Context: an optimization exercise on an open-source flow, tuned for small area, a short achievable clock period and few clock cycles per item. The choices shown serve that exercise and are no tape-out recipe.
In this exercise RTL edits were held to simulation tests only and were not proved equivalent to the original.

==> flow/design.v, too long to show whole: its modules and the start of the top module <==
// module exp_fx_mul: 24 lines
// module exp_taylor_seq: 3889 lines
module exp_taylor_seq (
  input  logic        clk,
  input  logic        rst_n,
  input  logic        in_valid,
  output logic        in_ready,
  input  logic [31:0] in_data,
  output logic        out_valid,
  input  logic        out_ready,
  output logic [31:0] out_data
);
  // ...
==> flow/flow/run.sh <==
#!/bin/bash
set -euo pipefail
MARGIN=$(cat flow/margin.txt)
R=$PWD/orfs/results/$FLOW_PLATFORM/exp_taylor_seq/base
bash standard.sh "$R/1_2_yosys.v" > flow_synth.log 2>&1
python3 flow/polar.py "$R/1_2_yosys.v" > flow_polar.log 2>&1
bash standard.sh SETUP_SLACK_MARGIN=$MARGIN finish > flow_make.log 2>&1
==> flow/flow/margin.txt <==
7.25
==> flow/flow/polar.py <==
#!/usr/bin/env python3
"""Removes inverters around full-adder cells in a Yosys netlist (in place).

A full adder is self-dual: FA(~a, ~b, ~c) = (~sum, ~cout). Yosys maps the design with
`abc -fast` before it extracts adders, so many sky130 fa cells end up with inverters on
their inputs or outputs. This pass flips an adder (takes its inputs from the other side
of their inverters and lets its outputs carry the complement) whenever that removes more
inverters than it adds, and repeats until no flip helps. Registers are not touched.
Usage: polar.py netlist.v
"""
import re
import sys

path = sys.argv[1]
text = open(path).read()

m_first = re.search(r"^\s*sky130_fd_sc_hd__\w+\s+\S+\s*\(", text, re.M)
head = text[: m_first.start()]
body = text[m_first.start():]
end = body.rindex("endmodule")
tail = body[end:]
body = body[:end]

cell_re = re.compile(r"\s*(sky130_fd_sc_hd__\w+)\s+(\S+)\s*\((.*?)\);", re.S)
pin_re = re.compile(r"\.(\w+)\(\s*([^()]*?)\s*\)")

cells = {}
order = []
pos = 0
for m in cell_re.finditer(body):
    assert body[pos:m.start()].strip() == "", body[pos:m.start()][:200]
    pos = m.end()
    typ, name, pins = m.group(1), m.group(2), m.group(3)
    pd = {}
    for p, n in pin_re.findall(pins):
        assert "{" not in n and "," not in n, n
        pd[p] = n.strip()
    cells[name] = [typ, pd]
    order.append(name)
assert body[pos:].strip() == ""

OUTP = {"X", "Y", "Q", "Q_N", "SUM", "COUT", "HI", "LO"}
ports = set()
for m in re.finditer(r"^\s*output\s+(\[(\d+):(\d+)\]\s+)?(\w+);", head, re.M):
    if m.group(1):
        for i in range(int(m.group(3)), int(m.group(2)) + 1):
            ports.add(f"{m.group(4)}[{i}]")
    else:
        ports.add(m.group(4))

driver = {}
loads = {}
for c, (t, pd) in cells.items():
    for p, n in pd.items():
        if p in OUTP:
            driver[n] = (c, p)
        else:
            loads.setdefault(n, set()).add((c, p))


def is_inv(c):
    return c in cells and re.match(r"sky130_fd_sc_hd__(clk)?inv_\d+$", cells[c][0]) is not None


def connect(c, p, n):
    old = cells[c][1][p]
    if p in OUTP:
        if driver.get(old) == (c, p):
            del driver[old]
        driver[n] = (c, p)
    else:
        loads[old].discard((c, p))
        loads.setdefault(n, set()).add((c, p))
    cells[c][1][p] = n


def remove(c):
    for p, n in cells[c][1].items():
        if p in OUTP:
            if driver.get(n) == (c, p):
                del driver[n]
        else:
            loads[n].discard((c, p))
    del cells[c]


uid = [0]
new_nets = []


def new_net():
    uid[0] += 1
    n = f"_polar_n{uid[0]}_"
    new_nets.append(n)
    return n


def add_inv(a, y):
    uid[0] += 1
    c = f"_polar_i{uid[0]}_"
    cells[c] = ["sky130_fd_sc_hd__inv_1", {"A": a, "Y": y}]
    order.append(c)
    loads.setdefault(a, set()).add((c, "A"))
    driver[y] = (c, "Y")
    return c


def inv_of(n):
    """An existing inverter whose input is n."""
    for c, p in loads.get(n, ()):
        if is_inv(c) and p == "A":
            return c
    return None


def gain(f):
    pd = cells[f][1]
    g = 0
    need_new = set()
    ins = [pd[p] for p in ("A", "B", "CIN")]
    for n in set(ins):
        k = ins.count(n)
        d = driver.get(n)
        if d and is_inv(d[0]):
            others = [l for l in loads.get(n, ()) if l[0] != f]
            if not others and n not in ports:
                g += 1
        elif inv_of(n) is None:
            need_new.add(n)
    g -= len(need_new)
    for p in ("SUM", "COUT"):
        o = pd[p]
        inv_l = [c for c, q in loads.get(o, ()) if is_inv(c)]
        other = [l for l in loads.get(o, ()) if not is_inv(l[0])]
        g += len(inv_l)
        if other or o in ports:
            g -= 1
    return g


def flip(f):
    pd = cells[f][1]
    for p in ("A", "B", "CIN"):
        n = pd[p]
        d = driver.get(n)
        if d and is_inv(d[0]):
            inv = d[0]
            m = cells[inv][1]["A"]
            connect(f, p, m)
            if not loads.get(n) and n not in ports:
                remove(inv)
        else:
            inv = inv_of(n)
            if inv is None:
                y = new_net()
                add_inv(n, y)
                connect(f, p, y)
            else:
                connect(f, p, cells[inv][1]["Y"])
    for p in ("SUM", "COUT"):
        o = pd[p]
        inv_l = [c for c, q in list(loads.get(o, ())) if is_inv(c)]
        other = [l for l in loads.get(o, ()) if not is_inv(l[0])]
        if inv_l:
            keep = inv_l[0]
            u = cells[keep][1]["Y"]
            remove(keep)
            connect(f, p, u)
            for c in inv_l[1:]:
                uk = cells[c][1]["Y"]
                remove(c)
                for (lc, lp) in list(loads.get(uk, ())):
                    connect(lc, lp, u)
                if uk in ports:
                    raise Exception("inverter drives a port")
            if other or o in ports:
                add_inv(u, o)
        else:
            if other or o in ports:
                nn = new_net()
                connect(f, p, nn)
                add_inv(nn, o)


before = sum(1 for c in cells if is_inv(c))
total = 0
for it in range(20):
    changed = 0
    for f in list(order):
        if f in cells and cells[f][0].startswith("sky130_fd_sc_hd__fa_"):
            if gain(f) > 0:
                flip(f)
                changed += 1
    total += changed
    if not changed:
        break
# an inverter behind a lone xor2/xnor2 output: swap the gate for its complement instead
COMP = {"sky130_fd_sc_hd__xor2_1": "sky130_fd_sc_hd__xnor2_1", "sky130_fd_sc_hd__xnor2_1": "sky130_fd_sc_hd__xor2_1"}
swapped = 0
for c in list(order):
    if c not in cells or not is_inv(c):
        continue
    n = cells[c][1]["A"]
    d = driver.get(n)
    if not d or cells[d[0]][0] not in COMP or n in ports:
        continue
    if loads.get(n) != {(c, "A")}:
        continue
    g = d[0]
    y = cells[c][1]["Y"]
    remove(c)
    newpin = "Y" if d[1] == "X" else "X"
    del driver[n]
    pd = cells[g][1]
    del pd[d[1]]
    pd[newpin] = y
    driver[y] = (g, newpin)
    cells[g][0] = COMP[cells[g][0]]
    swapped += 1
print(f"polar: swapped {swapped} xor/xnor gates for their inverters")
after = sum(1 for c in cells if is_inv(c))
print(f"polar: flipped {total} adders, inverters {before} -> {after}")

used = set()
for c, (t, pd) in cells.items():
    used.update(pd.values())


def fmt(n):
    return n + " " if n.startswith("\\") else n


hl = []
for line in head.rstrip("\n").split("\n"):
    mw = re.match(r"^\s*wire\s+(\\\S+\s|\w+)\s*;\s*$", line)
    if mw and mw.group(1).strip() not in used and mw.group(1).strip() not in ports:
        continue
    hl.append(line)
out = ["\n".join(hl)]
for n in new_nets:
    if n in used:
        out.append(f"  wire {n};")
for c in order:
    if c not in cells:
        continue
    t, pd = cells[c]
    pins = ",\n".join(f"    .{p}({fmt(n)})" for p, n in pd.items())
    out.append(f"  {t} {c} (\n{pins}\n  );")
out.append(tail)
open(path, "w").write("\n".join(out))
==> flow/standard.sh <==
#!/bin/bash
# synth_recipe.tcl (not shown) runs the flow's synth.tcl, then flattens the netlist and writes it again
# the make line also repeats each setting of config.mk as NAME=value (left out here)
make -C /OpenROAD-flow-scripts/flow DESIGN_CONFIG=/design/flow/config.mk WORK_HOME=/design/flow/orfs CLKGATE_MAP_FILE= SYNTH_SCRIPT=/design/flow/synth_recipe.tcl "${@:-finish}"
==> flow/config.mk <==
export PLATFORM = sky130hd
export DESIGN_NAME = exp_taylor_seq
export DESIGN_NICKNAME = exp_taylor_seq
export VERILOG_FILES = /design/flow/design.v
export SDC_FILE = /design/flow/constraint.sdc
export NUM_CORES = 4
export LEC_CHECK = 0
export CAP_MARGIN = 20
export CORE_MARGIN = 2
export CORE_UTILIZATION = 55
export CTS_BUF_LIST = sky130_fd_sc_hd__clkbuf_8
export CTS_CLUSTER_SIZE = 20
export SLEW_MARGIN = 20
==> flow/constraint.sdc <==
create_clock -name core_clock -period 11.0 [get_ports {clk}]
set_input_delay 2.2000 -clock core_clock [delete_from_list [all_inputs] [get_ports {clk}]]
set_output_delay 2.2000 -clock core_clock [all_outputs]
set_load 0.01 [all_outputs]
==> reports/results.txt, run 1 <==
area of the multi-input gates: 31,200 um^2
WS Path Type: reg2reg
CP startpoint kind: flip-flop
Hold Path Class: reg2reg
clk buf depth: 3
# clk buffers: 126
Final Critical Period: 3.72 ns
Top Usage Layer GRT: met2
r2r worst-path depth: 10
commonest non-fill, non-tap cell in the layout: a22oi_1
clk latency of the worst-skew pair: 0.78 ns
Worst setup startpoint: zr0_q[34]
status: complete, no violations
Inserted Diodes: 4
inverters: 324
filler instances: 6,976
Post-CTS Setup Inserts: 4
Mapped Nets: 5,232
CP arrival: 4.32 ns
critical path peak fanout: 9
setup violators final: 0
Hold Fails Final Rpt: 0
Core Util, Final: 61.2%
CP max stage delay: 0.50 ns
CTS Buf Count: 99
Synth Cell Area: 45,500 um^2
met2 WL: 72.8 mm
Top reg by flops: zr0_q
grt met3 use: 7.43%
Syn Area/Cell: 10.2 um^2
io pins: 70
Final #Nets: 5,095
initial core utilization: 55.5%
non-filler cells, final: 5,467
total track usage: 35.9%
H-tree Lvls: 3
initial antenna violation count: 4
signal buffers share of area: 4.93%
GR Layer Usage met2: 58.7%
Testbench counts, summed over its fixed seeds: cycles 6,120, items 320.
==> inputs of run 2 (changes only) <==
--- a/flow/design.v
+++ b/flow/design.v
@@ -57,22 +57,18 @@
   logic [31:0] z0, z1, z3;
   logic [4:0]  k0, k1, k2, k3;
   logic [1:0]  t0, t1, t2, t3;
   logic        v0, v1, v2, v3;
   logic        d0, d1, d2, d3;
   logic        fin3;
   logic [47:0] rr0_q, rr0_d;
   logic [47:0] rr1_q, rr1_d;
-  logic [15:0] rlo_s;
-  logic        rlo_c, rlo_q;
-  logic [3:0]  rlo_g, rlo_p, rlo_gq, rlo_pq;
   logic [47:0] zr0_q, zr0_d;
   logic [47:0] zr1_q, zr1_d;
-  logic [47:0] zr2_q, zr2_d;
   logic [1:0]  ein, eout;
   logic        ov1;
   logic [31:0] q1;
   logic [7:0]  r_one, r_two, r_neg;
   logic [15:0] z_one, z_two, z_neg, zo_d, zt_d, zn_d;
   logic [31:0] z2dec;
   logic        free;
   logic        fin2;
@@ -2051,108 +2047,108 @@
   logic zs1969;
   logic zc1970;
   logic zs1971;
   logic zc1972;
   logic zs1973;
   logic zc1974;
   logic zs1975;
   logic zc1976;
-  logic fs1977;
-  logic fc1978;
-  logic fs1979;
-  logic fc1980;
-  logic fs1981;
-  logic fc1982;
-  logic fs1983;
-  logic fc1984;
-  logic fs1985;
-  logic fc1986;
-  logic fs1987;
-  logic fc1988;
-  logic fs1989;
-  logic fc1990;
-  logic fs1991;
-  logic fc1992;
-  logic fs1993;
-  logic fc1994;
-  logic fs1995;
-  logic fc1996;
-  logic fs1997;
-  logic fc1998;
-  logic fs1999;
-  logic fc2000;
-  logic fs2001;
-  logic fc2002;
-  logic fs2003;
-  logic fc2004;
-  logic fs2005;
-  logic fc2006;
-  logic fs2007;
-  logic fc2008;
-  logic fs2009;
-  logic fc2010;
-  logic fs2011;
-  logic fc2012;
-  logic fs2013;
-  logic fc2014;
-  logic fs2015;
-  logic fc2016;
-  logic fs2017;
-  logic fc2018;
-  logic fs2019;
-  logic fc2020;
-  logic fs2021;
-  logic fc2022;
-  logic fs2023;
-  logic fc2024;
-  logic fs2025;
-  logic fc2026;
-  logic fs2027;
-  logic fc2028;
-  logic fs2029;
-  logic fc2030;
-  logic fs2031;
-  logic fc2032;
-  logic fs2033;
-  logic fc2034;
-  logic fs2035;
-  logic fc2036;
-  logic fs2037;
-  logic fc2038;
-  logic fs2039;
-  logic fc2040;
-  logic fs2041;
-  logic fc2042;
-  logic fs2043;
-  logic fc2044;
-  logic fs2045;
-  logic fc2046;
-  logic fs2047;
-  logic fc2048;
-  logic fs2049;
-  logic fc2050;
-  logic fs2051;
-  logic fc2052;
-  logic fs2053;
-  logic fc2054;
-  logic fs2055;
-  logic fc2056;
-  logic fs2057;
-  logic fc2058;
-  logic fs2059;
-  logic fc2060;
-  logic fs2061;
-  logic fc2062;
-  logic fs2063;
-  logic fc2064;
-  logic fs2065;
-  logic fc2066;
-  logic fs2067;
-  logic fc2068;
+  logic zs1977;
+  logic zc1978;
+  logic zs1979;
+  logic zc1980;
+  logic zs1981;
+  logic zc1982;
+  logic zs1983;
+  logic zc1984;
+  logic zs1985;
+  logic zc1986;
+  logic zs1987;
+  logic zc1988;
+  logic zs1989;
+  logic zc1990;
+  logic zs1991;
+  logic zc1992;
+  logic zs1993;
+  logic zc1994;
+  logic zs1995;
+  logic zc1996;
+  logic zs1997;
+  logic zc1998;
+  logic zs1999;
+  logic zc2000;
+  logic zs2001;
+  logic zc2002;
+  logic zs2003;
+  logic zc2004;
+  logic zs2005;
+  logic zc2006;
+  logic zs2007;
+  logic zc2008;
+  logic zs2009;
+  logic zc2010;
+  logic zs2011;
+  logic zc2012;
+  logic zs2013;
+  logic zc2014;
+  logic zs2015;
+  logic zc2016;
+  logic zs2017;
+  logic zc2018;
+  logic zs2019;
+  logic zc2020;
+  logic zs2021;
+  logic zc2022;
+  logic zs2023;
+  logic zc2024;
+  logic zs2025;
+  logic zc2026;
+  logic zs2027;
+  logic zc2028;
+  logic zs2029;
+  logic zc2030;
+  logic zs2031;
+  logic zc2032;
+  logic zs2033;
+  logic zc2034;
+  logic zs2035;
+  logic zc2036;
+  logic zs2037;
+  logic zc2038;
+  logic zs2039;
+  logic zc2040;
+  logic zs2041;
+  logic zc2042;
+  logic zs2043;
+  logic zc2044;
+  logic zs2045;
+  logic zc2046;
+  logic zs2047;
+  logic zc2048;
+  logic zs2049;
+  logic zc2050;
+  logic zs2051;
+  logic zc2052;
+  logic zs2053;
+  logic zc2054;
+  logic zs2055;
+  logic zc2056;
+  logic zs2057;
+  logic zc2058;
+  logic zs2059;
+  logic zc2060;
+  logic zs2061;
+  logic zc2062;
+  logic zs2063;
+  logic zc2064;
+  logic zs2065;
+  logic zc2066;
+  logic zs2067;
+  logic zc2068;
   logic [4:0] k_dec;
   logic [7:0] rd_one, rd_two, rd_neg;
   assign k_dec = k3 - 5'd1;
   always_comb begin
     rd_one = 8'd0; rd_two = 8'd0; rd_neg = 8'd0;
     unique case (k_dec)
       5'd2: begin rd_one = 8'h00; rd_two = 8'h80; rd_neg = 8'h00; end
       5'd3: begin rd_one = 8'hff; rd_two = 8'h00; rd_neg = 8'h00; end
@@ -2688,299 +2684,17 @@
   assign {rc724, rs723} = {1'b0, rs559} + rs637 + rc636;
   assign {rc726, rs725} = {1'b0, rc560} + rs639 + rc638;
   assign {rc728, rs727} = {1'b0, rc562} + rs641 + rc640;
   assign {rc730, rs729} = {1'b0, rpp269} + rs643 + rc642;
   assign {rc732, rs731} = {1'b0, rpp238} + rpp270 + rc644;
   assign {rc734, rs733} = {1'b0, 1'b1} + rpp271;
   assign rr0_d = {rpp272, rs733, rs731, rs729, rs727, rs725, rs723, rs721, rs719, rs717, rs715, rs713, rs711, rs709, rs707, rs705, rs703, rs701, rs699, rs697, rs695, rs693, rs691, rs689, rs687, rs685, rs683, rs681, rs679, rs677, rs675, rs673, rs671, rs669, rs667, rs665, rs663, rs661, rs659, rs657, rs655, rs653, rs651, rs649, rs647, rs645, rpp2, r_neg[0]};
   assign rr1_d = {rc734, rc732, rc730, rc728, rc726, rc724, rc722, rc720, rc718, rc716, rc714, rc712, rc710, rc708, rc706, rc704, rc702, rc700, rc698, rc696, rc694, rc692, rc690, rc688, rc686, rc684, rc682, rc680, rc678, rc676, rc674, rc672, rc670, rc668, rc666, rc664, rc662, rc660, rc658, rc656, rc654, rc652, rc650, rc648, rc646, rpp35, 1'b0, rpp1};
-  always_comb begin
-    for (int q = 0; q < 4; q++) begin
-      logic [3:0] gg, pp4;
-      gg  = rr0_d[4*q +: 4] & rr1_d[4*q +: 4];
-      pp4 = rr0_d[4*q +: 4] ^ rr1_d[4*q +: 4];
-      rlo_g[q] = gg[3] | (pp4[3] & gg[2]) | (pp4[3] & pp4[2] & gg[1]) | (pp4[3] & pp4[2] & pp4[1] & gg[0]);
-      rlo_p[q] = &pp4;
-    end
-  end
-  assign rlo_c = rlo_gq[3] | (rlo_pq[3] & rlo_gq[2]) | (rlo_pq[3] & rlo_pq[2] & rlo_gq[1])
-               | (rlo_pq[3] & rlo_pq[2] & rlo_pq[1] & rlo_gq[0]);
-  assign rlo_s = 16'd0;
-  assign rlo_q = rlo_c;
-  logic bkg0, bkp0;
-  assign bkg0 = (rr0_q[16] & rr1_q[16]);
-  assign bkp0 = (rr0_q[16] ^ rr1_q[16]);
-  logic bkg1, bkp1;
-  assign bkg1 = (rr0_q[17] & rr1_q[17]);
-  assign bkp1 = (rr0_q[17] ^ rr1_q[17]);
-  logic bkg2, bkp2;
-  assign bkg2 = (rr0_q[18] & rr1_q[18]);
-  assign bkp2 = (rr0_q[18] ^ rr1_q[18]);
-  logic bkg3, bkp3;
-  assign bkg3 = (rr0_q[19] & rr1_q[19]);
-  assign bkp3 = (rr0_q[19] ^ rr1_q[19]);
-  logic bkg4, bkp4;
-  assign bkg4 = (rr0_q[20] & rr1_q[20]);
-  assign bkp4 = (rr0_q[20] ^ rr1_q[20]);
-  logic bkg5, bkp5;
-  assign bkg5 = (rr0_q[21] & rr1_q[21]);
-  assign bkp5 = (rr0_q[21] ^ rr1_q[21]);
-  logic bkg6, bkp6;
-  assign bkg6 = (rr0_q[22] & rr1_q[22]);
-  assign bkp6 = (rr0_q[22] ^ rr1_q[22]);
-  logic bkg7, bkp7;
-  assign bkg7 = (rr0_q[23] & rr1_q[23]);
-  assign bkp7 = (rr0_q[23] ^ rr1_q[23]);
-  logic bkg8, bkp8;
-  assign bkg8 = (rr0_q[24] & rr1_q[24]);
-  assign bkp8 = (rr0_q[24] ^ rr1_q[24]);
-  logic bkg9, bkp9;
-  assign bkg9 = (rr0_q[25] & rr1_q[25]);
-  assign bkp9 = (rr0_q[25] ^ rr1_q[25]);
-  logic bkg10, bkp10;
-  assign bkg10 = (rr0_q[26] & rr1_q[26]);
-  assign bkp10 = (rr0_q[26] ^ rr1_q[26]);
-  logic bkg11, bkp11;
-  assign bkg11 = (rr0_q[27] & rr1_q[27]);
-  assign bkp11 = (rr0_q[27] ^ rr1_q[27]);
-  logic bkg12, bkp12;
-  assign bkg12 = (rr0_q[28] & rr1_q[28]);
-  assign bkp12 = (rr0_q[28] ^ rr1_q[28]);
-  logic bkg13, bkp13;
-  assign bkg13 = (rr0_q[29] & rr1_q[29]);
-  assign bkp13 = (rr0_q[29] ^ rr1_q[29]);
-  logic bkg14, bkp14;
-  assign bkg14 = (rr0_q[30] & rr1_q[30]);
-  assign bkp14 = (rr0_q[30] ^ rr1_q[30]);
-  logic bkg15, bkp15;
-  assign bkg15 = (rr0_q[31] & rr1_q[31]);
-  assign bkp15 = (rr0_q[31] ^ rr1_q[31]);
-  logic bkg16, bkp16;
-  assign bkg16 = (rr0_q[32] & rr1_q[32]);
-  assign bkp16 = (rr0_q[32] ^ rr1_q[32]);
-  logic bkg17, bkp17;
-  assign bkg17 = (rr0_q[33] & rr1_q[33]);
-  assign bkp17 = (rr0_q[33] ^ rr1_q[33]);
-  logic bkg18, bkp18;
-  assign bkg18 = (rr0_q[34] & rr1_q[34]);
-  assign bkp18 = (rr0_q[34] ^ rr1_q[34]);
-  logic bkg19, bkp19;
-  assign bkg19 = (rr0_q[35] & rr1_q[35]);
-  assign bkp19 = (rr0_q[35] ^ rr1_q[35]);
-  logic bkg20, bkp20;
-  assign bkg20 = (rr0_q[36] & rr1_q[36]);
-  assign bkp20 = (rr0_q[36] ^ rr1_q[36]);
-  logic bkg21, bkp21;
-  assign bkg21 = (rr0_q[37] & rr1_q[37]);
-  assign bkp21 = (rr0_q[37] ^ rr1_q[37]);
-  logic bkg22, bkp22;
-  assign bkg22 = (rr0_q[38] & rr1_q[38]);
-  assign bkp22 = (rr0_q[38] ^ rr1_q[38]);
-  logic bkg23, bkp23;
-  assign bkg23 = (rr0_q[39] & rr1_q[39]);
-  assign bkp23 = (rr0_q[39] ^ rr1_q[39]);
-  logic bkg24, bkp24;
-  assign bkg24 = (rr0_q[40] & rr1_q[40]);
-  assign bkp24 = (rr0_q[40] ^ rr1_q[40]);
-  logic bkg25, bkp25;
-  assign bkg25 = (rr0_q[41] & rr1_q[41]);
-  assign bkp25 = (rr0_q[41] ^ rr1_q[41]);
-  logic bkg26, bkp26;
-  assign bkg26 = (rr0_q[42] & rr1_q[42]);
-  assign bkp26 = (rr0_q[42] ^ rr1_q[42]);
-  logic bkg27, bkp27;
-  assign bkg27 = (rr0_q[43] & rr1_q[43]);
-  assign bkp27 = (rr0_q[43] ^ rr1_q[43]);
-  logic bkg28, bkp28;
-  assign bkg28 = (rr0_q[44] & rr1_q[44]);
-  assign bkp28 = (rr0_q[44] ^ rr1_q[44]);
-  logic bkg29, bkp29;
-  assign bkg29 = (rr0_q[45] & rr1_q[45]);
-  assign bkp29 = (rr0_q[45] ^ rr1_q[45]);
-  logic bkg30, bkp30;
-  assign bkg30 = (rr0_q[46] & rr1_q[46]);
-  assign bkp30 = (rr0_q[46] ^ rr1_q[46]);
-  logic bkg31, bkp31;
-  assign bkg31 = (rr0_q[47] & rr1_q[47]);
-  assign bkp31 = (rr0_q[47] ^ rr1_q[47]);
-  logic bkg0c;
-  assign bkg0c = bkg0;
-  logic bkG1, bkP1;
-  assign bkG1 = bkg1 | (bkp1 & bkg0c);
-  assign bkP1 = bkp1 & bkp0;
-  logic bkG2, bkP2;
-  assign bkG2 = bkg3 | (bkp3 & bkg2);
-  assign bkP2 = bkp3 & bkp2;
-  logic bkG3, bkP3;
-  assign bkG3 = bkg5 | (bkp5 & bkg4);
-  assign bkP3 = bkp5 & bkp4;
-  logic bkG4, bkP4;
-  assign bkG4 = bkg7 | (bkp7 & bkg6);
-  assign bkP4 = bkp7 & bkp6;
-  logic bkG5, bkP5;
-  assign bkG5 = bkg9 | (bkp9 & bkg8);
-  assign bkP5 = bkp9 & bkp8;
-  logic bkG6, bkP6;
-  assign bkG6 = bkg11 | (bkp11 & bkg10);
-  assign bkP6 = bkp11 & bkp10;
-  logic bkG7, bkP7;
-  assign bkG7 = bkg13 | (bkp13 & bkg12);
-  assign bkP7 = bkp13 & bkp12;
-  logic bkG8, bkP8;
-  assign bkG8 = bkg15 | (bkp15 & bkg14);
-  assign bkP8 = bkp15 & bkp14;
-  logic bkG9, bkP9;
-  assign bkG9 = bkg17 | (bkp17 & bkg16);
-  assign bkP9 = bkp17 & bkp16;
-  logic bkG10, bkP10;
-  assign bkG10 = bkg19 | (bkp19 & bkg18);
-  assign bkP10 = bkp19 & bkp18;
-  logic bkG11, bkP11;
-  assign bkG11 = bkg21 | (bkp21 & bkg20);
-  assign bkP11 = bkp21 & bkp20;
-  logic bkG12, bkP12;
-  assign bkG12 = bkg23 | (bkp23 & bkg22);
-  assign bkP12 = bkp23 & bkp22;
-  logic bkG13, bkP13;
-  assign bkG13 = bkg25 | (bkp25 & bkg24);
-  assign bkP13 = bkp25 & bkp24;
-  logic bkG14, bkP14;
-  assign bkG14 = bkg27 | (bkp27 & bkg26);
-  assign bkP14 = bkp27 & bkp26;
-  logic bkG15, bkP15;
-  assign bkG15 = bkg29 | (bkp29 & bkg28);
-  assign bkP15 = bkp29 & bkp28;
-  logic bkG16, bkP16;
-  assign bkG16 = bkg31 | (bkp31 & bkg30);
-  assign bkP16 = bkp31 & bkp30;
-  logic bkG17, bkP17;
-  assign bkG17 = bkG2 | (bkP2 & bkG1);
-  assign bkP17 = bkP2 & bkP1;
-  logic bkG18, bkP18;
-  assign bkG18 = bkG4 | (bkP4 & bkG3);
-  assign bkP18 = bkP4 & bkP3;
-  logic bkG19, bkP19;
-  assign bkG19 = bkG6 | (bkP6 & bkG5);
-  assign bkP19 = bkP6 & bkP5;
-  logic bkG20, bkP20;
-  assign bkG20 = bkG8 | (bkP8 & bkG7);
-  assign bkP20 = bkP8 & bkP7;
-  logic bkG21, bkP21;
-  assign bkG21 = bkG10 | (bkP10 & bkG9);
-  assign bkP21 = bkP10 & bkP9;
-  logic bkG22, bkP22;
-  assign bkG22 = bkG12 | (bkP12 & bkG11);
-  assign bkP22 = bkP12 & bkP11;
-  logic bkG23, bkP23;
-  assign bkG23 = bkG14 | (bkP14 & bkG13);
-  assign bkP23 = bkP14 & bkP13;
-  logic bkG24, bkP24;
-  assign bkG24 = bkG16 | (bkP16 & bkG15);
-  assign bkP24 = bkP16 & bkP15;
-  logic bkG25, bkP25;
-  assign bkG25 = bkG18 | (bkP18 & bkG17);
-  assign bkP25 = bkP18 & bkP17;
-  logic bkG26, bkP26;
-  assign bkG26 = bkG20 | (bkP20 & bkG19);
-  assign bkP26 = bkP20 & bkP19;
-  logic bkG27, bkP27;
-  assign bkG27 = bkG22 | (bkP22 & bkG21);
-  assign bkP27 = bkP22 & bkP21;
-  logic bkG28, bkP28;
-  assign bkG28 = bkG24 | (bkP24 & bkG23);
-  assign bkP28 = bkP24 & bkP23;
-  logic bkG29, bkP29;
-  assign bkG29 = bkG26 | (bkP26 & bkG25);
-  assign bkP29 = bkP26 & bkP25;
-  logic bkG30, bkP30;
-  assign bkG30 = bkG28 | (bkP28 & bkG27);
-  assign bkP30 = bkP28 & bkP27;
-  logic bkG31, bkP31;
-  assign bkG31 = bkG30 | (bkP30 & bkG29);
-  assign bkP31 = bkP30 & bkP29;
-  logic bkG32, bkP32;
-  assign bkG32 = bkG27 | (bkP27 & bkG29);
-  assign bkP32 = bkP27 & bkP29;
-  logic bkG33, bkP33;
-  assign bkG33 = bkG19 | (bkP19 & bkG25);
-  assign bkP33 = bkP19 & bkP25;
-  logic bkG34, bkP34;
-  assign bkG34 = bkG21 | (bkP21 & bkG29);
-  assign bkP34 = bkP21 & bkP29;
-  logic bkG35, bkP35;
-  assign bkG35 = bkG23 | (bkP23 & bkG32);
-  assign bkP35 = bkP23 & bkP32;
-  logic bkG36, bkP36;
-  assign bkG36 = bkG3 | (bkP3 & bkG17);
-  assign bkP36 = bkP3 & bkP17;
-  logic bkG37, bkP37;
-  assign bkG37 = bkG5 | (bkP5 & bkG25);
-  assign bkP37 = bkP5 & bkP25;
-  logic bkG38, bkP38;
-  assign bkG38 = bkG7 | (bkP7 & bkG33);
-  assign bkP38 = bkP7 & bkP33;
-  logic bkG39, bkP39;
-  assign bkG39 = bkG9 | (bkP9 & bkG29);
-  assign bkP39 = bkP9 & bkP29;
-  logic bkG40, bkP40;
-  assign bkG40 = bkG11 | (bkP11 & bkG34);
-  assign bkP40 = bkP11 & bkP34;
-  logic bkG41, bkP41;
-  assign bkG41 = bkG13 | (bkP13 & bkG32);
-  assign bkP41 = bkP13 & bkP32;
-  logic bkG42, bkP42;
-  assign bkG42 = bkG15 | (bkP15 & bkG35);
-  assign bkP42 = bkP15 & bkP35;
-  logic bkG43, bkP43;
-  assign bkG43 = bkg2 | (bkp2 & bkG1);
-  assign bkP43 = bkp2 & bkP1;
-  logic bkG44, bkP44;
-  assign bkG44 = bkg4 | (bkp4 & bkG17);
-  assign bkP44 = bkp4 & bkP17;
-  logic bkG45, bkP45;
-  assign bkG45 = bkg6 | (bkp6 & bkG36);
-  assign bkP45 = bkp6 & bkP36;
-  logic bkG46, bkP46;
-  assign bkG46 = bkg8 | (bkp8 & bkG25);
-  assign bkP46 = bkp8 & bkP25;
-  logic bkG47, bkP47;
-  assign bkG47 = bkg10 | (bkp10 & bkG37);
-  assign bkP47 = bkp10 & bkP37;
-  logic bkG48, bkP48;
-  assign bkG48 = bkg12 | (bkp12 & bkG33);
-  assign bkP48 = bkp12 & bkP33;
-  logic bkG49, bkP49;
-  assign bkG49 = bkg14 | (bkp14 & bkG38);
-  assign bkP49 = bkp14 & bkP38;
-  logic bkG50, bkP50;
-  assign bkG50 = bkg16 | (bkp16 & bkG29);
-  assign bkP50 = bkp16 & bkP29;
-  logic bkG51, bkP51;
-  assign bkG51 = bkg18 | (bkp18 & bkG39);
-  assign bkP51 = bkp18 & bkP39;
-  logic bkG52, bkP52;
-  assign bkG52 = bkg20 | (bkp20 & bkG34);
-  assign bkP52 = bkp20 & bkP34;
-  logic bkG53, bkP53;
-  assign bkG53 = bkg22 | (bkp22 & bkG40);
-  assign bkP53 = bkp22 & bkP40;
-  logic bkG54, bkP54;
-  assign bkG54 = bkg24 | (bkp24 & bkG32);
-  assign bkP54 = bkp24 & bkP32;
-  logic bkG55, bkP55;
-  assign bkG55 = bkg26 | (bkp26 & bkG41);
-  assign bkP55 = bkp26 & bkP41;
-  logic bkG56, bkP56;
-  assign bkG56 = bkg28 | (bkp28 & bkG35);
-  assign bkP56 = bkp28 & bkP35;
-  logic bkG57, bkP57;
-  assign bkG57 = bkg30 | (bkp30 & bkG42);
-  assign bkP57 = bkp30 & bkP42;
-  assign rsum = {(bkp31 ^ (bkG57 | (bkP57 & rlo_q))), (bkp30 ^ (bkG42 | (bkP42 & rlo_q))), (bkp29 ^ (bkG56 | (bkP56 & rlo_q))), (bkp28 ^ (bkG35 | (bkP35 & rlo_q))), (bkp27 ^ (bkG55 | (bkP55 & rlo_q))), (bkp26 ^ (bkG41 | (bkP41 & rlo_q))), (bkp25 ^ (bkG54 | (bkP54 & rlo_q))), (bkp24 ^ (bkG32 | (bkP32 & rlo_q))), (bkp23 ^ (bkG53 | (bkP53 & rlo_q))), (bkp22 ^ (bkG40 | (bkP40 & rlo_q))), (bkp21 ^ (bkG52 | (bkP52 & rlo_q))), (bkp20 ^ (bkG34 | (bkP34 & rlo_q))), (bkp19 ^ (bkG51 | (bkP51 & rlo_q))), (bkp18 ^ (bkG39 | (bkP39 & rlo_q))), (bkp17 ^ (bkG50 | (bkP50 & rlo_q))), (bkp16 ^ (bkG29 | (bkP29 & rlo_q))), (bkp15 ^ (bkG49 | (bkP49 & rlo_q))), (bkp14 ^ (bkG38 | (bkP38 & rlo_q))), (bkp13 ^ (bkG48 | (bkP48 & rlo_q))), (bkp12 ^ (bkG33 | (bkP33 & rlo_q))), (bkp11 ^ (bkG47 | (bkP47 & rlo_q))), (bkp10 ^ (bkG37 | (bkP37 & rlo_q))), (bkp9 ^ (bkG46 | (bkP46 & rlo_q))), (bkp8 ^ (bkG25 | (bkP25 & rlo_q))), (bkp7 ^ (bkG45 | (bkP45 & rlo_q))), (bkp6 ^ (bkG36 | (bkP36 & rlo_q))), (bkp5 ^ (bkG44 | (bkP44 & rlo_q))), (bkp4 ^ (bkG17 | (bkP17 & rlo_q))), (bkp3 ^ (bkG43 | (bkP43 & rlo_q))), (bkp2 ^ (bkG1 | (bkP1 & rlo_q))), (bkp1 ^ (bkg0c | (bkp0 & rlo_q))), (bkp0 ^ rlo_q), 16'd0};
+  assign rsum = rr0_q + rr1_q;
   assign zpp735 = ((z_one[0] & y2[0]) ^ z_neg[0]);
   assign zpp736 = (((z_one[0] & y2[1]) | (z_two[0] & y2[0])) ^ z_neg[0]);
   assign zpp737 = (((z_one[0] & y2[2]) | (z_two[0] & y2[1])) ^ z_neg[0]);
   assign zpp738 = (((z_one[0] & y2[3]) | (z_two[0] & y2[2])) ^ z_neg[0]);
   assign zpp739 = (((z_one[0] & y2[4]) | (z_two[0] & y2[3])) ^ z_neg[0]);
   assign zpp740 = (((z_one[0] & y2[5]) | (z_two[0] & y2[4])) ^ z_neg[0]);
   assign zpp741 = (((z_one[0] & y2[6]) | (z_two[0] & y2[5])) ^ z_neg[0]);
   assign zpp742 = (((z_one[0] & y2[7]) | (z_two[0] & y2[6])) ^ z_neg[0]);
@@ -3828,66 +3542,65 @@
   assign {zc1962, zs1961} = {1'b0, zc1854} + zs1857 + zs1859;
   assign {zc1964, zs1963} = {1'b0, zc1858} + zs1861 + zs1863;
   assign {zc1966, zs1965} = {1'b0, zc1862} + zs1865 + zs1867;
   assign {zc1968, zs1967} = {1'b0, zs1869} + zc1866 + zs1871;
   assign {zc1970, zs1969} = {1'b0, zc1870} + zs1873 + zc1872;
   assign {zc1972, zs1971} = {1'b0, zc1874} + zs1877 + zc1876;
   assign {zc1974, zs1973} = {1'b0, zs1881} + zc1878 + zc1880;
   assign {zc1976, zs1975} = {1'b0, zs1885} + zc1882 + zc1884;
-  assign zr0_d = {zs1975, zs1973, zs1971, zs1969, zs1967, zs1965, zs1963, zs1961, zs1959, zs1957, zs1955, zs1953, zs1951, zs1949, zs1947, zs1945, zs1943, zs1941, zs1939, zs1937, zs1935, zs1933, zs1931, zs1929, zs1927, zs1925, zs1923, zs1921, zs1919, zs1917, zs1915, zs1913, zs1911, zs1909, zs1907, zs1905, zs1903, zs1901, zs1899, zs1897, zs1895, zs1893, zs1891, zs1889, zpp738, z_neg[1], zpp736, z_neg[0]};
-  assign zr1_d = {zs1887, zs1883, zs1879, zs1875, zc1868, zc1864, zc1860, zc1856, zs1855, zc1848, zs1847, zs1843, zs1839, zs1835, zs1831, zs1827, zs1823, zs1819, zs1815, zs1811, zs1807, zs1803, zs1799, zs1795, zs1791, zs1787, zs1783, zs1779, zs1775, zs1771, zs1767, zs1763, zs1759, zs1755, zs1751, zs1747, zs1743, zs1739, zs1733, zs1729, zc1726, zs1725, zpp804, zpp771, zpp770, zpp737, 1'b0, zpp735};
-  assign zr2_d = {zc1974, zc1972, zc1970, zc1968, zc1966, zc1964, zc1962, zc1960, zc1958, zc1956, zc1954, zc1952, zc1950, zc1948, zc1946, zc1944, zc1942, zc1940, zc1938, zc1936, zc1934, zc1932, zc1930, zc1928, zc1926, zc1924, zc1922, zc1920, zc1918, zc1916, zc1914, zc1912, zc1910, zc1908, zc1906, zc1904, zc1902, zc1900, zc1898, zc1896, zc1894, zc1892, zc1890, zpp803, 1'b0, zpp769, 1'b0, 1'b0};
-  assign {fc1978, fs1977} = {1'b0, zr0_q[2]} + zr1_q[2];
-  assign {fc1980, fs1979} = {1'b0, zr0_q[3]} + zr1_q[3];
-  assign {fc1982, fs1981} = {1'b0, zr0_q[4]} + zr1_q[4] + zr2_q[4];
-  assign {fc1984, fs1983} = {1'b0, zr0_q[5]} + zr1_q[5] + zr2_q[5];
-  assign {fc1986, fs1985} = {1'b0, zr0_q[6]} + zr1_q[6] + zr2_q[6];
-  assign {fc1988, fs1987} = {1'b0, zr0_q[7]} + zr1_q[7] + zr2_q[7];
-  assign {fc1990, fs1989} = {1'b0, zr0_q[8]} + zr1_q[8] + zr2_q[8];
-  assign {fc1992, fs1991} = {1'b0, zr0_q[9]} + zr1_q[9] + zr2_q[9];
-  assign {fc1994, fs1993} = {1'b0, zr0_q[10]} + zr1_q[10] + zr2_q[10];
-  assign {fc1996, fs1995} = {1'b0, zr0_q[11]} + zr1_q[11] + zr2_q[11];
-  assign {fc1998, fs1997} = {1'b0, zr0_q[12]} + zr1_q[12] + zr2_q[12];
-  assign {fc2000, fs1999} = {1'b0, zr0_q[13]} + zr1_q[13] + zr2_q[13];
-  assign {fc2002, fs2001} = {1'b0, zr0_q[14]} + zr1_q[14] + zr2_q[14];
-  assign {fc2004, fs2003} = {1'b0, zr0_q[15]} + zr1_q[15] + zr2_q[15];
-  assign {fc2006, fs2005} = {1'b0, zr0_q[16]} + zr1_q[16] + zr2_q[16];
-  assign {fc2008, fs2007} = {1'b0, zr0_q[17]} + zr1_q[17] + zr2_q[17];
-  assign {fc2010, fs2009} = {1'b0, zr0_q[18]} + zr1_q[18] + zr2_q[18];
-  assign {fc2012, fs2011} = {1'b0, zr0_q[19]} + zr1_q[19] + zr2_q[19];
-  assign {fc2014, fs2013} = {1'b0, zr0_q[20]} + zr1_q[20] + zr2_q[20];
-  assign {fc2016, fs2015} = {1'b0, zr0_q[21]} + zr1_q[21] + zr2_q[21];
-  assign {fc2018, fs2017} = {1'b0, zr0_q[22]} + zr1_q[22] + zr2_q[22];
-  assign {fc2020, fs2019} = {1'b0, zr0_q[23]} + zr1_q[23] + zr2_q[23];
-  assign {fc2022, fs2021} = {1'b0, zr0_q[24]} + zr1_q[24] + zr2_q[24];
-  assign {fc2024, fs2023} = {1'b0, zr0_q[25]} + zr1_q[25] + zr2_q[25];
-  assign {fc2026, fs2025} = {1'b0, zr0_q[26]} + zr1_q[26] + zr2_q[26];
-  assign {fc2028, fs2027} = {1'b0, zr0_q[27]} + zr1_q[27] + zr2_q[27];
-  assign {fc2030, fs2029} = {1'b0, zr0_q[28]} + zr1_q[28] + zr2_q[28];
-  assign {fc2032, fs2031} = {1'b0, zr0_q[29]} + zr1_q[29] + zr2_q[29];
-  assign {fc2034, fs2033} = {1'b0, zr0_q[30]} + zr1_q[30] + zr2_q[30];
-  assign {fc2036, fs2035} = {1'b0, zr0_q[31]} + zr1_q[31] + zr2_q[31];
-  assign {fc2038, fs2037} = {1'b0, zr0_q[32]} + zr1_q[32] + zr2_q[32];
-  assign {fc2040, fs2039} = {1'b0, zr0_q[33]} + zr1_q[33] + zr2_q[33];
-  assign {fc2042, fs2041} = {1'b0, zr0_q[34]} + zr1_q[34] + zr2_q[34];
-  assign {fc2044, fs2043} = {1'b0, zr0_q[35]} + zr1_q[35] + zr2_q[35];
-  assign {fc2046, fs2045} = {1'b0, zr0_q[36]} + zr1_q[36] + zr2_q[36];
-  assign {fc2048, fs2047} = {1'b0, zr0_q[37]} + zr1_q[37] + zr2_q[37];
-  assign {fc2050, fs2049} = {1'b0, zr0_q[38]} + zr1_q[38] + zr2_q[38];
-  assign {fc2052, fs2051} = {1'b0, zr0_q[39]} + zr1_q[39] + zr2_q[39];
-  assign {fc2054, fs2053} = {1'b0, zr0_q[40]} + zr1_q[40] + zr2_q[40];
-  assign {fc2056, fs2055} = {1'b0, zr0_q[41]} + zr1_q[41] + zr2_q[41];
-  assign {fc2058, fs2057} = {1'b0, zr0_q[42]} + zr1_q[42] + zr2_q[42];
-  assign {fc2060, fs2059} = {1'b0, zr0_q[43]} + zr1_q[43] + zr2_q[43];
-  assign {fc2062, fs2061} = {1'b0, zr0_q[44]} + zr1_q[44] + zr2_q[44];
-  assign {fc2064, fs2063} = {1'b0, zr0_q[45]} + zr1_q[45] + zr2_q[45];
-  assign {fc2066, fs2065} = {1'b0, zr0_q[46]} + zr1_q[46] + zr2_q[46];
-  assign {fc2068, fs2067} = {1'b0, zr0_q[47]} + zr1_q[47] + zr2_q[47];
-  assign zsum = {fs2067 , fs2065 , fs2063 , fs2061 , fs2059 , fs2057 , fs2055 , fs2053 , fs2051 , fs2049 , fs2047 , fs2045 , fs2043 , fs2041 , fs2039 , fs2037 , fs2035 , fs2033 , fs2031 , fs2029 , fs2027 , fs2025 , fs2023 , fs2021 , fs2019 , fs2017 , fs2015 , fs2013 , fs2011 , fs2009 , fs2007 , fs2005 , fs2003 , fs2001 , fs1999 , fs1997 , fs1995 , fs1993 , fs1991 , fs1989 , fs1987 , fs1985 , fs1983 , fs1981 , fs1979 , fs1977 , zr0_q[1] , zr0_q[0]} + {fc2066 , fc2064 , fc2062 , fc2060 , fc2058 , fc2056 , fc2054 , fc2052 , fc2050 , fc2048 , fc2046 , fc2044 , fc2042 , fc2040 , fc2038 , fc2036 , fc2034 , fc2032 , fc2030 , fc2028 , fc2026 , fc2024 , fc2022 , fc2020 , fc2018 , fc2016 , fc2014 , fc2012 , fc2010 , fc2008 , fc2006 , fc2004 , fc2002 , fc2000 , fc1998 , fc1996 , fc1994 , fc1992 , fc1990 , fc1988 , fc1986 , fc1984 , fc1982 , fc1980 , fc1978 , zr2_q[2] , 1'b0 , zr1_q[0]};
+  assign {zc1978, zs1977} = {1'b0, z_neg[1]} + zpp737;
+  assign {zc1980, zs1979} = {1'b0, zpp738} + zpp770;
+  assign {zc1982, zs1981} = {1'b0, zpp771} + zpp803 + zs1889;
+  assign {zc1984, zs1983} = {1'b0, zpp804} + zs1891 + zc1890;
+  assign {zc1986, zs1985} = {1'b0, zs1725} + zc1892 + zs1893;
+  assign {zc1988, zs1987} = {1'b0, zc1726} + zc1894 + zs1895;
+  assign {zc1990, zs1989} = {1'b0, zs1729} + zc1896 + zs1897;
+  assign {zc1992, zs1991} = {1'b0, zs1733} + zc1898 + zs1899;
+  assign {zc1994, zs1993} = {1'b0, zs1739} + zc1900 + zs1901;
+  assign {zc1996, zs1995} = {1'b0, zs1743} + zc1902 + zs1903;
+  assign {zc1998, zs1997} = {1'b0, zs1747} + zc1904 + zs1905;
+  assign {zc2000, zs1999} = {1'b0, zs1751} + zc1906 + zs1907;
+  assign {zc2002, zs2001} = {1'b0, zs1755} + zc1908 + zs1909;
+  assign {zc2004, zs2003} = {1'b0, zs1759} + zc1910 + zs1911;
+  assign {zc2006, zs2005} = {1'b0, zs1763} + zc1912 + zs1913;
+  assign {zc2008, zs2007} = {1'b0, zs1767} + zc1914 + zs1915;
+  assign {zc2010, zs2009} = {1'b0, zs1771} + zc1916 + zs1917;
+  assign {zc2012, zs2011} = {1'b0, zs1775} + zc1918 + zs1919;
+  assign {zc2014, zs2013} = {1'b0, zs1779} + zc1920 + zs1921;
+  assign {zc2016, zs2015} = {1'b0, zs1783} + zc1922 + zs1923;
+  assign {zc2018, zs2017} = {1'b0, zs1787} + zc1924 + zs1925;
+  assign {zc2020, zs2019} = {1'b0, zs1791} + zc1926 + zs1927;
+  assign {zc2022, zs2021} = {1'b0, zs1795} + zc1928 + zs1929;
+  assign {zc2024, zs2023} = {1'b0, zs1799} + zc1930 + zs1931;
+  assign {zc2026, zs2025} = {1'b0, zs1803} + zc1932 + zs1933;
+  assign {zc2028, zs2027} = {1'b0, zs1807} + zc1934 + zs1935;
+  assign {zc2030, zs2029} = {1'b0, zs1811} + zc1936 + zs1937;
+  assign {zc2032, zs2031} = {1'b0, zs1815} + zc1938 + zs1939;
+  assign {zc2034, zs2033} = {1'b0, zs1819} + zc1940 + zs1941;
+  assign {zc2036, zs2035} = {1'b0, zs1823} + zc1942 + zs1943;
+  assign {zc2038, zs2037} = {1'b0, zs1827} + zc1944 + zs1945;
+  assign {zc2040, zs2039} = {1'b0, zs1831} + zc1946 + zs1947;
+  assign {zc2042, zs2041} = {1'b0, zs1835} + zc1948 + zs1949;
+  assign {zc2044, zs2043} = {1'b0, zs1839} + zc1950 + zs1951;
+  assign {zc2046, zs2045} = {1'b0, zs1843} + zc1952 + zs1953;
+  assign {zc2048, zs2047} = {1'b0, zs1847} + zc1954 + zs1955;
+  assign {zc2050, zs2049} = {1'b0, zc1848} + zc1956 + zs1957;
+  assign {zc2052, zs2051} = {1'b0, zs1855} + zs1959 + zc1958;
+  assign {zc2054, zs2053} = {1'b0, zc1856} + zc1960 + zs1961;
+  assign {zc2056, zs2055} = {1'b0, zc1860} + zs1963 + zc1962;
+  assign {zc2058, zs2057} = {1'b0, zc1864} + zs1965 + zc1964;
+  assign {zc2060, zs2059} = {1'b0, zc1868} + zs1967 + zc1966;
+  assign {zc2062, zs2061} = {1'b0, zs1875} + zs1969 + zc1968;
+  assign {zc2064, zs2063} = {1'b0, zs1879} + zc1970 + zs1971;
+  assign {zc2066, zs2065} = {1'b0, zs1883} + zc1972 + zs1973;
+  assign {zc2068, zs2067} = {1'b0, zs1887} + zc1974 + zs1975;
+  assign zr0_d = {zs2067, zs2065, zs2063, zs2061, zs2059, zs2057, zs2055, zs2053, zs2051, zs2049, zs2047, zs2045, zs2043, zs2041, zs2039, zs2037, zs2035, zs2033, zs2031, zs2029, zs2027, zs2025, zs2023, zs2021, zs2019, zs2017, zs2015, zs2013, zs2011, zs2009, zs2007, zs2005, zs2003, zs2001, zs1999, zs1997, zs1995, zs1993, zs1991, zs1989, zs1987, zs1985, zs1983, zs1981, zs1979, zs1977, zpp736, z_neg[0]};
+  assign zr1_d = {zc2066, zc2064, zc2062, zc2060, zc2058, zc2056, zc2054, zc2052, zc2050, zc2048, zc2046, zc2044, zc2042, zc2040, zc2038, zc2036, zc2034, zc2032, zc2030, zc2028, zc2026, zc2024, zc2022, zc2020, zc2018, zc2016, zc2014, zc2012, zc2010, zc2008, zc2006, zc2004, zc2002, zc2000, zc1998, zc1996, zc1994, zc1992, zc1990, zc1988, zc1986, zc1984, zc1982, zc1980, zc1978, zpp769, 1'b0, zpp735};
+  assign zsum = {zr0_q[47] , zr0_q[46] , zr0_q[45] , zr0_q[44] , zr0_q[43] , zr0_q[42] , zr0_q[41] , zr0_q[40] , zr0_q[39] , zr0_q[38] , zr0_q[37] , zr0_q[36] , zr0_q[35] , zr0_q[34] , zr0_q[33] , zr0_q[32] , zr0_q[31] , zr0_q[30] , zr0_q[29] , zr0_q[28] , zr0_q[27] , zr0_q[26] , zr0_q[25] , zr0_q[24] , zr0_q[23] , zr0_q[22] , zr0_q[21] , zr0_q[20] , zr0_q[19] , zr0_q[18] , zr0_q[17] , zr0_q[16] , zr0_q[15] , zr0_q[14] , zr0_q[13] , zr0_q[12] , zr0_q[11] , zr0_q[10] , zr0_q[9] , zr0_q[8] , zr0_q[7] , zr0_q[6] , zr0_q[5] , zr0_q[4] , zr0_q[3] , zr0_q[2] , zr0_q[1] , zr0_q[0]} + {zr1_q[47] , zr1_q[46] , zr1_q[45] , zr1_q[44] , zr1_q[43] , zr1_q[42] , zr1_q[41] , zr1_q[40] , zr1_q[39] , zr1_q[38] , zr1_q[37] , zr1_q[36] , zr1_q[35] , zr1_q[34] , zr1_q[33] , zr1_q[32] , zr1_q[31] , zr1_q[30] , zr1_q[29] , zr1_q[28] , zr1_q[27] , zr1_q[26] , zr1_q[25] , zr1_q[24] , zr1_q[23] , zr1_q[22] , zr1_q[21] , zr1_q[20] , zr1_q[19] , zr1_q[18] , zr1_q[17] , zr1_q[16] , zr1_q[15] , zr1_q[14] , zr1_q[13] , zr1_q[12] , zr1_q[11] , zr1_q[10] , zr1_q[9] , zr1_q[8] , zr1_q[7] , zr1_q[6] , zr1_q[5] , zr1_q[4] , zr1_q[3] , zr1_q[2] , 1'b0 , zr1_q[0]};
   assign xr = zsum[47:16];
   assign has_res = v3 & (d3 | fin3);
   assign do_exit = has_res & (t3 == eout) & ~(out_valid & ov1);
   assign res     = d3 ? z3 : xr;
   assign free    = ~v3 | do_exit;   
   assign hold_q0 = out_valid & ~out_ready;
   assign ov0_n   = hold_q0 | ov1 | do_exit;
   assign ov1_n   = hold_q0 ? (ov1 | do_exit) : (ov1 & do_exit);
@@ -3913,22 +3626,20 @@
     x0 <= free ? in_data : xr;
     z0 <= free ? in_data : ((fin3 & ~d3) ? xr : z3);
     k0 <= free ? 5'd20 : k_dec;
     r_one <= free ? 8'h7f : rd_one;
     r_two <= free ? 8'h00 : rd_two;
     r_neg <= free ? 8'h2a : rd_neg;
     t0 <= free ? ein : t3;
     d0 <= free ? 1'b0 : (d3 | fin3);
-    rr0_q[47:16] <= rr0_d[47:16];
-    rr1_q[47:16] <= rr1_d[47:16];
-    rlo_gq <= rlo_g; rlo_pq <= rlo_p;
+    rr0_q <= rr0_d;
+    rr1_q <= rr1_d;
     z1 <= z0; k1 <= k0; t1 <= t0; d1 <= d0;
     y2 <= rsum[47:16];
     z_one <= zo_d; z_two <= zt_d; z_neg <= zn_d; k2 <= k1; t2 <= t1; d2 <= d1;
     zr0_q <= zr0_d;
     zr1_q <= zr1_d;
-    zr2_q <= zr2_d;
     z3 <= z2dec; k3 <= k2; t3 <= t2; d3 <= d2; fin3 <= fin2;
     if (!hold_q0) out_data <= ov1 ? q1 : res;
     if (do_exit) q1 <= res;
   end
 endmodule
==> flow/flow/run.sh (replaced) <==
#!/bin/bash
set -euo pipefail
MARGIN=$(cat flow/margin.txt)
bash standard.sh SETUP_SLACK_MARGIN=$MARGIN finish > flow_make.log 2>&1
==> flow/flow/margin.txt (replaced) <==
7.0
==> flow/config.mk (replaced) <==
export PLATFORM = sky130hd
export DESIGN_NAME = exp_taylor_seq
export DESIGN_NICKNAME = exp_taylor_seq
export VERILOG_FILES = /design/flow/design.v
export SDC_FILE = /design/flow/constraint.sdc
export NUM_CORES = 4
export LEC_CHECK = 0
export CAP_MARGIN = 20
export CORE_MARGIN = 2
export CORE_UTILIZATION = 40
export SLEW_MARGIN = 20
removed: flow/flow/polar.py
==> reports/results.txt, run 2 <==
Slew @ Worst Pin: 1.14 ns (was 1.17 ns)
final hold slack: 0.321 ns (was 0.300 ns)
critical path peak fanout: 16 (was 9)
CTS Buf Count: 59 (was 99)
WS Path Type: reg2reg (unchanged)
Clock Tree Root: clkbuf_16 (was clkbuf_8)
final period utilization: 36.6% (was 33.8%)
relative slew slack: 23.7% (was 21.3%)
Setup TNS: 0 ns (unchanged)
CTS sink count: 527 (was 547)
DR DRC count: 0 (unchanged)
Die ar.: 115,000 um^2 (was 85,000 um^2)
clock-pin transition on the worst setup and hold timing paths: 0.07 ns (about the same)
clk buf depth: 3 (unchanged)
total track usage: 26.3% (was 35.9%)
unrepaired setup endpoints after global routing: yes (unchanged)
clk latency of the worst-skew pair: 0.69 ns (was 0.78 ns)
DIE WIDTH: 339 um (was 291 um)
status: complete, no violations (unchanged)
Core ar.: 111,000 um^2 (was 82,000 um^2)
CP required: 11.58 ns (was 11.60 ns)
Post-synth top cells: a22oi_1 (675), xor2_1 (567), fa_1 (566)
Synth top area share: 25.3%
initial antenna violation count: 5 (was 4)
Reg2Reg Setup Slack: 6.98 ns (was 7.28 ns)
top-count cell post-synth: a22oi_1
Critical-path top delay cell: fa_1 (was ha_1)
layout cell share with drive strength beyond 1: 12.1% (was 9.92%)
Synth Cell Area: 44,800 um^2 (was 45,500 um^2)
vias: 34,507 (was 34,529)
fmax: 249 MHz (was 269 MHz)
Top delay family on crit path: adder cells (was simple AND/OR/NAND/NOR gates)
synthesis-to-layout area growth: 15.1% (was 10.4%)
commonest non-fill, non-tap cell in the layout: a22oi_1 (unchanged)
ranking of synthesized cells by area: fa_1 (25%), dfxtp_1 (20%), a22oi_1 (11%), xor2_1 (11%), ha_1 (5.1%)
most frequent cells in the layout: a22oi_1 (627), xor2_1 (551), fa_1 (532), inv_1 (392), dfxtp_1 (392) (was a22oi_1 (676), fa_1 (560), xor2_1 (519), dfxtp_1 (417), inv_1 (341))
Hold Startpoint: k0[0] (was z0[3])
H-tree Lvls: 2 (was 3)
setup violators final: 0 (unchanged)
Hold Fails Final Rpt: 0 (unchanged)
Seq/Total Area, Yosys: 25.1%
most used cell, CP: fa_1
DR pass1 iterations: 8 (was 6)
Slew Viols, Final: 0 (unchanged)
Syn Area/Cell: 10.2 um^2 (about the same)
number of I/O port buffers: 69 (unchanged)
non-filler cells, final: 5,853 (was 5,467)
r2r startpoint: z_two[0] (was zr0_q[34])
Overflow after GRT: 0 (unchanged)
Mapped Nets: 5,192 (was 5,232)
EDFF count, synth: 64
Critical Path End Type: flip-flop (unchanged)
Synth area leader: fa_1
largest net degree at the start of global routing: 52 (was 75)
max reg flops: 48 (unchanged)
YS warnings: 1 (unchanged)
most used flip-flop cell after synthesis: dfxtp_1
Hold Path Class: reg2reg (unchanged)
Mapped Cells: 4,406 (was 4,445)
hold_buf cts: 0 (unchanged)
Clock Skew: 0.0242 ns (was 0.0483 ns)
Via density: 5.90 (was 6.32)
Final #Nets: 5,100 (was 5,095)
Final Critical Period: 4.02 ns (was 3.72 ns)
CP startpoint kind: flip-flop (unchanged)
worst-path cell chain: buf_12 -> o21ai_2 -> xnor2_2 -> inv_1 -> fa_1 -> fa_1 -> fa_1 -> fa_2 -> fa_1 -> fa_1 -> inv_1 (was fa_1 -> ha_1 -> and4_1 -> nand2_1 -> or3_1 -> a211oi_1 -> a21oi_2 -> mux2i_1 -> or3_4 -> o21ai_1)
initial DRC count: 4,251 (was 3,794)
Routability Congestion: 0.921 (was 0.948)
row cnt: 122 (was 105)
final wirelength: 156 mm (was 154 mm)
max-cap viol count: 0 (unchanged)
Vert. Die Dim: 339 um (was 291 um)
async set-reset flop share out of synthesis: 2.09%
WL/cell: 26.6 um (was 28.2 um)
io pins: 70 (unchanged)
Top reg by flops: zr0_q (unchanged)
Synth Register Bits: 527
first-pass GRT wire length: 228 mm (was 229 mm)
CP Buf/Inv Count: 3 (was 0)
distinct cell type count after synthesis: 76
DRT antenna net count: 0 (unchanged)
number of global-route vias before repair: 35,237 (was 35,898)
CTS tree: done (unchanged)
initial core utilization: 40.4% (was 55.5%)
CP max stage delay: 0.55 ns (was 0.50 ns)
placed wire-length estimate: 98.2 mm (was 100 mm)
CP arrival: 4.60 ns (was 4.32 ns)
Worst setup startpoint: z_two[0] (was zr0_q[34])
Placed Instances: 5,650 (was 5,250)
[run 2: path summary, 6_finish.rpt]
kind | depth (start not counted) | end
worst max-delay path | 11 | zr0_q[33]
worst min-delay path | 0 | k1[0]
worst max register to register | 11 | zr0_q[33]
worst min register to register | 0 | k1[0]
max in group asynchronous | 1 | v0
min in group asynchronous | 1 | out_valid
[run 2: cell families after synthesis]
family	Yosys count	synth area share [%]
AO/OA/AOI/OAI	1084	17.0
AND/OR/NAND/NOR	378	3.91
flip-flops	527	25.1
XOR/XNOR	817	16.0
buffers and inverters	826	6.93
adder cells (fa/ha/maj)	751	30.5
multiplexers	23	0.581
[run 2: metal layers]
| metal | GRT usage [%] | up-vias | share of wire, % | routed length [um] |
|---|---|---|---|---|
| met2 | 39.6 | 2041 | 43 | 67000 |
| met1 | 34.5 | 17291 | 39 | 61400 |
| li1 | - | 14619 | - | - |
| met5 | 0.125 | - | 0.0083 | 13 |
| met3 | 6.85 | 554 | 11 | 17100 |
| met4 | 13.9 | 2 | 6.6 | 10400 |
[run 2: cell type report]
class                   instances  area [um^2]
diodes                          2         5.00
clock buffers                  75         1630
clock inverters                35          528
fillers                     10350        59200
inverters                     395         1480
multi-input cells            3053        31000
flip-flops and latches        527        11400
well taps                    1488         1860
repair buffers                278         3660
[run 2: worst register-to-register path: stages (launching register included)]
cell,delay (ns)
dfxtp_2,0.35
buf_12,0.16
o21ai_2,0.18
xnor2_2,0.14
inv_1,0.08
fa_1,0.53
fa_1,0.55
fa_1,0.55
fa_2,0.38
fa_1,0.46
fa_1,0.51
inv_1,0.04
[run 2: metrics by stage]
| stage | setup WS [ns] | utilization [%] | instance area [um^2] |
|---|---|---|---|
| after floorplan | 6.95 | - | 45000 |
| after global placement | 6.51 | 42.1 | 46700 |
| after detailed placement | 6.48 | 42.1 | 46700 |
| after CTS | 6.91 | 45.6 | 50500 |
| after global routing | 6.86 | 46.5 | 51600 |
| final | 6.98 | 46.5 | 51600 |
[run 2: repair_timing]
item / in CTS / in global routing
endpoints found under the setup margin: 49 / 44
resized for setup: 206 / 132
cloned: 21 / 11
buffers inserted: 26 / 33
pin swaps: 27 / 75
Testbench counts of run 2, summed over its fixed seeds: cycles 6,120, items 320.

-- static timing again, ports no longer ideal --
In the flow no input, the clock included, has a driving cell. The finished layouts below were timed again as built, in two steps.
Step 1 assumes that a clkbuf_16 drives the clock port and a buf_2 every other input.
Step 2 times the ports against the registers' clock, not the clock port: input delays grow and output delays shrink by t, the midpoint of the rising clock arrivals with the driver on.
Slacks: ideal / step 1 / step 2; pairs: ideal / step 1.
run | t (ns) | setup slack, ns | hold slack, ns | worst setup path after step 2
run 1 | 0.821 | 7.283 / 7.283 / 7.283 | 0.300 / 0.300 / 0.300 | register to register
run 2 | 0.750 | 6.976 / 6.976 / 6.976 | 0.321 / 0.321 / 0.321 | register to register
After both steps every run listed still meets setup and hold.
